What follows belongs to an exercise in optimizing a design on an open flow for small area, a short achievable clock period and few clock cycles per item; a production flow would make more cautious choices. Power is estimated from default activity; no workload was simulated.

==> run R <==
## averaged_current_sense
module averaged_current_sense (
  input  wire logic                            clk,
  input  wire logic                            rst,
  input  wire logic                            s_valid,
  output logic                                 s_ready,
  input  wire logic [acs_pkg::CH_W-1:0]        s_channel,
  input  wire logic                            s_kind,
  input  wire logic [acs_pkg::SAMPLE_BITS-1:0] s_sample,
  output logic                                 r_valid,
  input  wire logic                            r_ready,
  output logic [acs_pkg::CH_W-1:0]             r_channel,
  output logic                                 r_kind,
  output logic [acs_pkg::SAMPLE_BITS-1:0]      r_average,
  output logic [acs_pkg::MA_W-1:0]             r_current_ma,
  input  wire logic                            cfg_we,
  input  wire logic [acs_pkg::CFG_IDX_W-1:0]   cfg_index,
  input  wire logic [acs_pkg::CFG_W-1:0]       cfg_data
);
  logic [acs_pkg::CNT_W-1:0]  meas_lim;    
  logic [acs_pkg::CNT_W-1:0]  cal_lim;     
  logic [acs_pkg::DB_W-1:0]   deadband;
  logic [acs_pkg::GAIN_W-1:0] gain;
  always_ff @(posedge clk) begin
    if (rst) begin
      meas_lim <= acs_pkg::CNT_W'(64 - 1);
      cal_lim  <= acs_pkg::CNT_W'(200 - 1);
      deadband <= acs_pkg::DB_W'(149);
      gain     <= acs_pkg::GAIN_W'(5158);
    end else if (cfg_we) begin
      case (cfg_index)
        acs_pkg::REG_MEASURE_COUNT:   meas_lim <= acs_pkg::count_limit(cfg_data[acs_pkg::LEN_W-1:0]);
        acs_pkg::REG_CALIBRATE_COUNT: cal_lim  <= acs_pkg::count_limit(cfg_data[acs_pkg::LEN_W-1:0]);
  ...
Settings: LEC_CHECK=0, CAP_MARGIN=20, CORE_MARGIN=2, CORE_UTILIZATION=40, SLEW_MARGIN=20; clock period 8.5 ns.
run.sh (not shown) runs the stock make flow with config.mk's settings and CLKGATE_MAP_FILE= SYNTH_SCRIPT=/design/flow/synth_recipe.tcl, a recipe that flattens the netlist after the stock synthesis.
==> inputs of run K, as changes to run R <==
--- a/flow/design.v
+++ b/flow/design.v
@@ -27,17 +27,17 @@
     count_limit = r;
   endfunction
 endpackage
 `default_nettype wire
 `default_nettype none
 module acs_queue (
   input  wire logic                            clk,
   input  wire logic                            rst,
-  input  wire logic                            stall,
+  input  wire logic                            hold,
   input  wire logic                            s_valid,
   output logic                                 s_ready,
   input  wire logic [acs_pkg::CH_W-1:0]        s_channel,
   input  wire logic                            s_kind,
   input  wire logic [acs_pkg::SAMPLE_BITS-1:0] s_sample,
   output logic                                 in_valid,
   output logic [acs_pkg::CH_W-1:0]             in_ch,
   output logic                                 in_kind,
@@ -49,42 +49,42 @@
   logic [acs_pkg::SAMPLE_BITS-1:0] sk_sample;
   logic                            take;
   assign s_ready = !sk_valid;
   assign take    = s_valid && !sk_valid;
   always_ff @(posedge clk) begin
     if (rst) begin
       sk_valid <= 1'b0;
       in_valid <= 1'b0;
-    end else if (stall) begin
+    end else if (hold) begin
       if (take) sk_valid <= 1'b1;
     end else begin
       in_valid <= sk_valid || take;
       sk_valid <= 1'b0;
     end
   end
   always_ff @(posedge clk) begin
-    if (stall && take) begin
+    if (hold && take) begin
       sk_ch     <= s_channel;
       sk_kind   <= s_kind;
       sk_sample <= s_sample;
     end
-    if (!stall) begin
+    if (!hold) begin
       in_ch     <= sk_valid ? sk_ch     : s_channel;
       in_kind   <= sk_valid ? sk_kind   : s_kind;
       in_sample <= sk_valid ? sk_sample : s_sample;
     end
   end
 endmodule
 `default_nettype wire
 `default_nettype none
 module acs_front (
   input  wire logic                            clk,
   input  wire logic                            rst,
-  input  wire logic                            stall,
+  input  wire logic                            hold,      
   input  wire logic [acs_pkg::CNT_W-1:0]       meas_lim,
   input  wire logic [acs_pkg::CNT_W-1:0]       cal_lim,
   input  wire logic                            in_valid,
   input  wire logic [acs_pkg::CH_W-1:0]        in_ch,
   input  wire logic                            in_kind,
   input  wire logic [acs_pkg::SAMPLE_BITS-1:0] in_sample,
   output logic                                 j_valid,
   output logic [acs_pkg::CH_W-1:0]             j_ch,
@@ -111,87 +111,143 @@
   end
   always_ff @(posedge clk) begin
     if (rst) begin
       for (int i = 0; i < acs_pkg::CHANNELS; i++) begin
         run_sum[i]  <= '0;
         run_len[i]  <= '0;
         run_kind[i] <= 1'b0;
       end
-    end else if (in_valid && !stall) begin
+    end else if (in_valid && !hold) begin
       run_kind[in_ch] <= in_kind;
       if (done) begin
         run_sum[in_ch] <= '0;
         run_len[in_ch] <= '0;
       end else begin
         run_sum[in_ch] <= sum_next;
         run_len[in_ch] <= len_next[acs_pkg::CNT_W-1:0];
       end
     end
   end
   always_ff @(posedge clk) begin
     if (rst) j_valid <= 1'b0;
-    else if (!stall) j_valid <= in_valid && done;
-    if (!stall) begin
+    else if (!hold) j_valid <= in_valid && done;
+    if (!hold) begin
       j_ch   <= in_ch;
       j_kind <= in_kind;
       j_sum  <= sum_next;
       j_len  <= len_next;
     end
   end
 endmodule
 `default_nettype wire
 `default_nettype none
 module acs_back #(
-  parameter int K = 3
+  parameter int SB = 5,     
+  parameter int SK = 4,     
+  parameter int LK = 1      
 ) (
   input  wire logic                        clk,
   input  wire logic                        rst,
   input  wire logic                        stall,
   input  wire logic [acs_pkg::DB_W-1:0]    deadband,
   input  wire logic [acs_pkg::GAIN_W-1:0]  gain,
   input  wire logic                        j_valid,
   input  wire logic [acs_pkg::CH_W-1:0]    j_ch,
   input  wire logic                        j_kind,
   input  wire logic [acs_pkg::SUM_W-1:0]   j_sum,
   input  wire logic [acs_pkg::LEN_W-1:0]   j_len,
+  output logic                             j_free,    
   output logic                             r_valid,
   output logic [acs_pkg::CH_W-1:0]         r_channel,
   output logic                             r_kind,
   output logic [acs_pkg::SAMPLE_BITS-1:0]  r_average,
   output logic [acs_pkg::MA_W-1:0]         r_current_ma
 );
   localparam int QB = acs_pkg::SAMPLE_BITS;    
-  localparam int RB = acs_pkg::LEN_W - 1;      
   localparam int LW = acs_pkg::LEN_W;
-  localparam int NS = QB / K;                  
+  localparam int RB = LW - 1;                  
+  localparam int SR = SB - 1;                  
+  localparam int NS = QB / SK;                 
+  localparam int NL = QB / LK;                 
+  localparam int CW = $clog2(NL + 1);
+  logic j_small;
+  assign j_small = j_len[LW-1:SB-1] == '0 || j_len == LW'(1 << (SB - 1));
+  logic          l_busy;
+  logic [CW-1:0] l_count;
+  logic [RB-1:0] l_rem;
+  logic [QB-1:0] l_q;
+  logic [LW-1:0] l_len;
+  logic [acs_pkg::CH_W-1:0] l_ch;
+  logic          l_kind;
+  logic          l_start;
+  logic          l_done;
+  logic [RB-1:0] l_rem_n;
+  logic [QB-1:0] l_q_n;
+  assign l_start = !stall && !l_busy && j_valid && !j_small;
+  assign l_done  = l_busy && l_count == CW'(NL);
+  assign j_free  = !stall && (!l_busy || !j_valid);
+  always_comb begin
+    logic [RB:0] trial;
+    logic        fits;
+    l_rem_n = l_rem;
+    l_q_n   = l_q;
+    for (int j = 0; j < LK; j++) begin
+      trial   = {l_rem_n, l_q_n[QB-1]};
+      fits    = trial >= {1'b0, l_len};
+      l_rem_n = fits ? RB'(trial - {1'b0, l_len}) : trial[RB-1:0];
+      l_q_n   = {l_q_n[QB-2:0], fits};
+    end
+  end
+  always_ff @(posedge clk) begin
+    if (rst) begin
+      l_busy <= 1'b0;
+    end else if (!stall) begin
+      if (l_start) l_busy <= 1'b1;
+      else if (l_done) l_busy <= 1'b0;
+    end
+    if (!stall) begin
+      if (l_start) begin
+        l_count <= '0;
+        l_rem   <= j_sum[acs_pkg::SUM_W-1:QB];
+        l_q     <= j_sum[QB-1:0];
+        l_len   <= j_len;
+        l_ch    <= j_ch;
+        l_kind  <= j_kind;
+      end else if (l_busy && !l_done) begin
+        l_count <= l_count + CW'(1);
+        l_rem   <= l_rem_n;
+        l_q     <= l_q_n;
+      end
+    end
+  end
   logic            dv  [NS+1];
   logic [acs_pkg::CH_W-1:0] dch [NS+1];
   logic            dk  [NS+1];
-  logic [RB-1:0]   drem[NS+1];
+  logic [SR-1:0]   drem[NS+1];
   logic [QB-1:0]   dq  [NS+1];
-  logic [LW-1:0]   dlen[NS+1];
-  assign dv[0]   = j_valid;
+  logic [SB-1:0]   dlen[NS+1];
+  assign dv[0]   = j_valid && j_small && !l_busy;
   assign dch[0]  = j_ch;
   assign dk[0]   = j_kind;
-  assign drem[0] = j_sum[acs_pkg::SUM_W-1:QB];
+  assign drem[0] = j_sum[QB+SR-1:QB];
   assign dq[0]   = j_sum[QB-1:0];
-  assign dlen[0] = j_len;
+  assign dlen[0] = j_len[SB-1:0];
   for (genvar s = 0; s < NS; s++) begin : g_div
-    logic [RB-1:0] rem;
+    logic [SR-1:0] rem;
     logic [QB-1:0] q;
-    logic [RB:0]   trial;
+    logic [SR:0]   trial;
     logic          fits;
     always_comb begin
       rem = drem[s];
       q   = dq[s];
-      for (int j = 0; j < K; j++) begin
+      for (int j = 0; j < SK; j++) begin
         trial = {rem, q[QB-1]};
-        fits  = trial >= {1'b0, dlen[s]};
-        rem   = fits ? RB'(trial - {1'b0, dlen[s]}) : trial[RB-1:0];
+        fits  = trial >= dlen[s];
+        rem   = fits ? SR'(trial - dlen[s]) : trial[SR-1:0];
         q     = {q[QB-2:0], fits};
       end
     end
     if (s < NS - 1) begin : g_reg
       always_ff @(posedge clk) begin
         if (rst) dv[s+1] <= 1'b0;
         else if (!stall) dv[s+1] <= dv[s];
         if (!stall) begin
@@ -215,63 +271,84 @@
   logic [acs_pkg::CH_W-1:0]        p1_ch;
   logic                            p1_kind;
   logic [acs_pkg::SAMPLE_BITS-1:0] p1_avg;
   logic [acs_pkg::SAMPLE_BITS-1:0] zero_offset [acs_pkg::CHANNELS];
   logic [acs_pkg::SAMPLE_BITS-1:0] off;
   logic [acs_pkg::SAMPLE_BITS-1:0] corrected;
   always_ff @(posedge clk) begin
     if (rst) p1_valid <= 1'b0;
-    else if (!stall) p1_valid <= dv[NS];
+    else if (!stall) p1_valid <= dv[NS] || l_done;
     if (!stall) begin
-      p1_ch   <= dch[NS];
-      p1_kind <= dk[NS];
-      p1_avg  <= dq[NS];
+      p1_ch   <= l_done ? l_ch   : dch[NS];
+      p1_kind <= l_done ? l_kind : dk[NS];
+      p1_avg  <= l_done ? l_q    : dq[NS];
     end
   end
   assign off       = zero_offset[p1_ch];
   assign corrected = (p1_avg > off) ? p1_avg - off : '0;
   always_ff @(posedge clk) begin
     if (rst) begin
       for (int i = 0; i < acs_pkg::CHANNELS; i++) zero_offset[i] <= '0;
     end else if (!stall && p1_valid && p1_kind) begin
       zero_offset[p1_ch] <= p1_avg;
     end
   end
+  localparam int HW = acs_pkg::SAMPLE_BITS + 8;
   logic                            p2_valid;
   logic [acs_pkg::CH_W-1:0]        p2_ch;
   logic                            p2_kind;
   logic [acs_pkg::SAMPLE_BITS-1:0] p2_avg;
-  logic [acs_pkg::SAMPLE_BITS-1:0] p2_corr;
   logic                            p2_pass;
-  logic [acs_pkg::PROD_W-1:0]      product;
-  logic [acs_pkg::MA_W-1:0]        ma;
+  logic [acs_pkg::SAMPLE_BITS-1:0] p2_corr;
+  logic [HW-1:0]                   prod_hi;
+  logic [HW-1:0]                   prod_lo;
   always_ff @(posedge clk) begin
     if (rst) p2_valid <= 1'b0;
     else if (!stall) p2_valid <= p1_valid;
     if (!stall) begin
       p2_ch   <= p1_ch;
       p2_kind <= p1_kind;
       p2_avg  <= p1_avg;
-      p2_corr <= corrected;
       p2_pass <= !p1_kind && (corrected >= deadband);
+      p2_corr <= corrected;
+    end
+  end
+  assign prod_hi = HW'(p2_corr) * HW'(gain[15:8]);
+  assign prod_lo = HW'(p2_corr) * HW'(gain[7:0]);
+  logic                            p3_valid;
+  logic [acs_pkg::CH_W-1:0]        p3_ch;
+  logic                            p3_kind;
+  logic [acs_pkg::SAMPLE_BITS-1:0] p3_avg;
+  logic                            p3_pass;
+  logic [HW-1:0]                   p3_hi;
+  logic [HW-9:0]                   p3_lo;
+  logic [HW:0]                     scaled;
+  logic [acs_pkg::MA_W-1:0]        ma;
+  always_ff @(posedge clk) begin
+    if (rst) p3_valid <= 1'b0;
+    else if (!stall) p3_valid <= p2_valid;
+    if (!stall) begin
+      p3_ch   <= p2_ch;
+      p3_kind <= p2_kind;
+      p3_avg  <= p2_avg;
+      p3_pass <= p2_pass;
+      p3_hi   <= prod_hi;
+      p3_lo   <= prod_lo[HW-1:8];
     end
   end
-  assign product = acs_pkg::PROD_W'(p2_corr) * acs_pkg::PROD_W'(gain);
-  assign ma = !p2_pass ? '0 :
-              (product[acs_pkg::PROD_W-1:acs_pkg::Q_FRAC] >
-               (acs_pkg::PROD_W-acs_pkg::Q_FRAC)'({acs_pkg::MA_W{1'b1}})) ? {acs_pkg::MA_W{1'b1}} :
-              product[acs_pkg::Q_FRAC+acs_pkg::MA_W-1:acs_pkg::Q_FRAC];
+  assign scaled = (HW+1)'(p3_hi) + (HW+1)'(p3_lo);
+  assign ma = !p3_pass ? '0 : scaled[HW] ? {acs_pkg::MA_W{1'b1}} : scaled[acs_pkg::MA_W-1:0];
   always_ff @(posedge clk) begin
     if (rst) r_valid <= 1'b0;
-    else if (!stall) r_valid <= p2_valid;
+    else if (!stall) r_valid <= p3_valid;
     if (!stall) begin
-      r_channel    <= p2_ch;
-      r_kind       <= p2_kind;
-      r_average    <= p2_avg;
+      r_channel    <= p3_ch;
+      r_kind       <= p3_kind;
+      r_average    <= p3_avg;
       r_current_ma <= ma;
     end
   end
 endmodule
 `default_nettype wire
 `default_nettype none
 module averaged_current_sense (
   input  wire logic                            clk,
@@ -306,39 +383,43 @@
         acs_pkg::REG_MEASURE_COUNT:   meas_lim <= acs_pkg::count_limit(cfg_data[acs_pkg::LEN_W-1:0]);
         acs_pkg::REG_CALIBRATE_COUNT: cal_lim  <= acs_pkg::count_limit(cfg_data[acs_pkg::LEN_W-1:0]);
         acs_pkg::REG_DEADBAND:        deadband <= cfg_data[acs_pkg::DB_W-1:0];
         default:                      gain     <= cfg_data[acs_pkg::GAIN_W-1:0];
       endcase
     end
   end
   logic stall;
+  logic j_free;
+  logic hold;
   assign stall = r_valid && !r_ready;
+  assign hold  = !j_free;
   logic                            in_valid;
   logic [acs_pkg::CH_W-1:0]        in_ch;
   logic                            in_kind;
   logic [acs_pkg::SAMPLE_BITS-1:0] in_sample;
   acs_queue u_queue (
-    .clk(clk), .rst(rst), .stall(stall),
+    .clk(clk), .rst(rst), .hold(hold),
     .s_valid(s_valid), .s_ready(s_ready), .s_channel(s_channel),
     .s_kind(s_kind), .s_sample(s_sample),
     .in_valid(in_valid), .in_ch(in_ch), .in_kind(in_kind), .in_sample(in_sample)
   );
   logic                        j_valid;
   logic [acs_pkg::CH_W-1:0]    j_ch;
   logic                        j_kind;
   logic [acs_pkg::SUM_W-1:0]   j_sum;
   logic [acs_pkg::LEN_W-1:0]   j_len;
   acs_front u_front (
-    .clk(clk), .rst(rst), .stall(stall),
+    .clk(clk), .rst(rst), .hold(hold),
     .meas_lim(meas_lim), .cal_lim(cal_lim),
     .in_valid(in_valid), .in_ch(in_ch), .in_kind(in_kind), .in_sample(in_sample),
     .j_valid(j_valid), .j_ch(j_ch), .j_kind(j_kind), .j_sum(j_sum), .j_len(j_len)
   );
   acs_back u_back (
     .clk(clk), .rst(rst), .stall(stall),
     .deadband(deadband), .gain(gain),
     .j_valid(j_valid), .j_ch(j_ch), .j_kind(j_kind), .j_sum(j_sum), .j_len(j_len),
+    .j_free(j_free),
     .r_valid(r_valid), .r_channel(r_channel), .r_kind(r_kind),
     .r_average(r_average), .r_current_ma(r_current_ma)
   );
 endmodule
 `default_nettype wire
- ABC_CLOCK_PERIOD_IN_PS: default -> 4000
- SETUP_SLACK_MARGIN: default -> 4.0
==> notes.md <==
- Outcome: timing/DRC/antenna clean
- Synth Area in Compound Gates: 7.40%
- Top-area cell type share of the netlist area: 40.5%
- Critical path destination: u_back.drem[1][2]$_DFFE_PN_
- #MultiIn Comb: 1977
- Fin util: 45.0%
- Tapcells: 1050
- Clk sinks: 493
- # clk buffers: 69
- WL/cell: 17.9 µm
- Met2 Resource Use GR: 30.2%
-- figures above: run R

==> notes.md <==
- Outcome: timing/DRC/antenna clean
- # clk buffers: 70
- Synth Area in Compound Gates: 6.58%
- #MultiIn Comb: 1748
- Met2 Resource Use GR: 32.3%
- Critical path destination: u_back.drem[2][1]$_DFFE_PN_
- WL/cell: 18.3 µm
- Fin util: 49.3%
- Tapcells: 1030
- Gate power share: 54.7%
- Clk sinks: 522
- Top-area cell type share of the netlist area: 44.8%
-- figures above: run K

No run of this note included a check of the RTL's function; only the layout flow was run.

[port drivers added, routing unchanged]
The results above use ideal ports. As a check the final layouts listed here were re-extracted and re-timed, cells and wires unchanged. Step 1, drivers: a clkbuf_16 drives clk and a buf_2 each remaining input, both assumed. Step 2 also shifts input and output timing later by t, the mid clock arrival at the registers, as if the neighbouring blocks saw the same clock. a / b / c = ideal ports / drivers / drivers and shift; a / b = the first two.
run | shift t [ns] | setup WS [ns] | worst setup path after step 2 | worst register clock-pin slew, ns
run R | 0.653 | 0.820 / 0.820 / 0.820 | register to register | 0.07 / 0.07
run K | 0.695 | 2.469 / 2.469 / 2.469 | register to register | 0.06 / 0.06
After both steps setup and hold are still met in every run listed.
